Context: an optimization exercise on an open-source flow, tuned for small area and a short achievable clock period. The choices shown serve that exercise and are no tape-out recipe.
In this exercise RTL edits were held to simulation tests only and were not proved equivalent to the original.
No activity file was given, so power comes from the tool's default toggle rates.

// dds_phase_accumulator_mc
module dds_phase_accumulator_mc #(
  parameter int NUM_CH = 4,
  parameter int ACC_W  = 32,
  parameter int OUT_W  = 12,
  localparam int CH_W  = dds_pkg::ch_width(NUM_CH)
) (
  input  logic                    clock,
  input  logic                    reset,
  input  logic                    enable,
  input  logic                    cfg_valid,
  output logic                    cfg_ready,
  input  logic [CH_W-1:0]         cfg_ch,
  input  logic [1:0]              cfg_sel,
  input  logic [ACC_W-1:0]        cfg_data,
  input  logic                    update,
  input  logic [NUM_CH-1:0]       sync_clear,
  input  logic [NUM_CH-1:0]       sweep_en,
  output logic [NUM_CH*OUT_W-1:0] phase_out,
  output logic [NUM_CH-1:0]       wrap,
  output logic [NUM_CH-1:0]       sweep_done
);
  logic commit_pending;
  logic rst_q;
  assign cfg_ready = ~commit_pending;
  always_ff @(posedge clock or posedge reset) begin
    if (reset) begin
      commit_pending <= 1'b0;
    end else begin
      commit_pending <= ~commit_pending & update;
    end
  end
  always_ff @(posedge clock or posedge reset) begin
    if (reset) begin
      rst_q <= 1'b1;
    end else begin
      rst_q <= 1'b0;
    end
  end
  for (genvar c = 0; c < NUM_CH; c++) begin : g_ch
    logic [ACC_W-1:0] sh_freq;
    logic [ACC_W-1:0] sh_ofs;
    logic [ACC_W-1:0] sh_step;
    logic [ACC_W-1:0] sh_limit;
    logic             wr_hit;
    logic [3:0]       wr, sh_valid, load;
    assign wr_hit = cfg_valid && cfg_ready && (cfg_ch == CH_W'(c));
    for (genvar s = 0; s < 4; s++) begin : g_sel
      assign wr[s]   = wr_hit & (cfg_sel == 2'(s));
    end
    always_ff @(posedge clock or posedge reset) begin
      if (reset) begin
        sh_valid <= '0;
      end else begin
        sh_valid <= sh_valid | wr;
      end
    end
    always_ff @(posedge clock) begin
      if (wr[dds_pkg::CFG_FREQ])        sh_freq  <= cfg_data;
      if (wr[dds_pkg::CFG_PHASE_OFS])   sh_ofs   <= cfg_data;
      if (wr[dds_pkg::CFG_SWEEP_STEP])  sh_step  <= cfg_data;
      if (wr[dds_pkg::CFG_SWEEP_LIMIT]) sh_limit <= cfg_data;
    end
  ...
==> flow/config.mk <==
export PLATFORM = sky130hd
export DESIGN_NAME = dds_phase_accumulator_mc
export DESIGN_NICKNAME = dds_phase_accumulator_mc
export VERILOG_FILES = /design/flow/design.v
export SDC_FILE = /design/flow/constraint.sdc
export NUM_CORES = 4
export LEC_CHECK = 0
export CAP_MARGIN = 20
export CORE_MARGIN = 2
export CORE_UTILIZATION = 42
export CTS_CLUSTER_DIAMETER = 80
export CTS_CLUSTER_SIZE = 20
export SETUP_SLACK_MARGIN = 3.1
export SLEW_MARGIN = 20
export SYNTH_HIERARCHICAL = 1
==> flow/constraint.sdc <==
create_clock -name core_clock -period 5.8 [get_ports {clock}]
set_input_delay 1.1600 -clock core_clock [delete_from_list [all_inputs] [get_ports {clock}]]
set_output_delay 1.1600 -clock core_clock [all_outputs]
set_load 0.01 [all_outputs]
run.sh (not shown) runs the stock make flow with config.mk's settings and CLKGATE_MAP_FILE= SYNTH_SCRIPT=/design/flow/synth_recipe.tcl, a recipe that flattens the netlist after the stock synthesis.
==> next run, changes <==
- CORE_UTILIZATION: 42 -> 55
- CTS_CLUSTER_DIAMETER: 80 -> 100
- CTS_CLUSTER_SIZE: 20 -> 30
Result:
- synthesized area is unchanged
- sequential power is about the same
- first-iteration DRC count went up by a little under a tenth
- non-clock buffer count went up by 31
- cell area came out lower slightly
- sequential share of layout area rises by 0.84 points
- worst setup slack is worse by 0.069 ns
- die area is lower by a quarter to a third
- clock-buffer cell count shrinks by 43
- hold slack gains 0.0062 ns

---

== rev 12 ==
dds_phase_accumulator_mc again, from the RTL that the note above started with.
export LEC_CHECK = 0
export CAP_MARGIN = 20
export CORE_MARGIN = 2
export CORE_UTILIZATION = 40
export CTS_CLUSTER_DIAMETER = 80
export CTS_CLUSTER_SIZE = 20
export SETUP_SLACK_MARGIN = 3.2
export SLEW_MARGIN = 20
export SYNTH_HIERARCHICAL = 1
create_clock -name core_clock -period 5.8 [get_ports {clock}]
The following lists how rev 13 was set up differently from rev 12:
- changing CORE_UTILIZATION from 40 to 55
- changing SETUP_SLACK_MARGIN from 3.2 to 3.1
==> comparison <==
Going from rev 12 to rev 13, met1 layer wirelength in the final routing shows a reduction of 1.8%; non-clock buffer count shows a reduction of 27; area taken by flip-flops and latches shows no meaningful change.
Lower cell area after placement was reported by rev 13, not rev 12.
Of the two values seen for start point of the critical path, g_ch[3].u_ch.freq_act[19] was produced by rev 13 and g_ch[0].u_ch.freq_act[31] by rev 12.
Comparing rev 13 and rev 12, the lower estimated wirelength of the detail-placed design was measured on rev 13.

re-timing with driven ports:
The flow's constraints put no driver on any port. The routed layouts listed below were extracted and timed again, unchanged, in two steps. Step 1 (the two cells are an assumption about what drives the block):
set clk [get_ports {clock}]
set_driving_cell -lib_cell sky130_fd_sc_hd__clkbuf_16 $clk
set_driving_cell -lib_cell sky130_fd_sc_hd__buf_2 [delete_from_list [all_inputs] $clk]
Step 2 moves the port delays by t, midway between the first and last clock arrival at a register: inputs arrive t later, outputs are due t later. That takes back most of the time a late clock gives input paths. Slacks: ideal / step 1 / step 2; pairs: ideal / step 1.
run | t (ns) | setup slack, ns | worst hold slack (ns)
the first run of note 1 | 0.788 | 3.040 / 3.040 / 2.332 | 0.399 / 0.399 / 0.399
the second run of note 1 | 0.768 | 2.971 / 2.971 / 2.280 | 0.405 / 0.405 / 0.405
rev 12 | 0.800 | 2.919 / 2.919 / 2.317 | 0.407 / 0.407 / 0.407
rev 13 | 0.747 | 2.959 / 2.959 / 2.398 | 0.413 / 0.413 / 0.413
After both steps setup and hold are still met in every run listed. For the first run of note 1, which loses most, drivers alone change the setup slack by 0.000 ns; drivers and shift together by -0.708 ns.
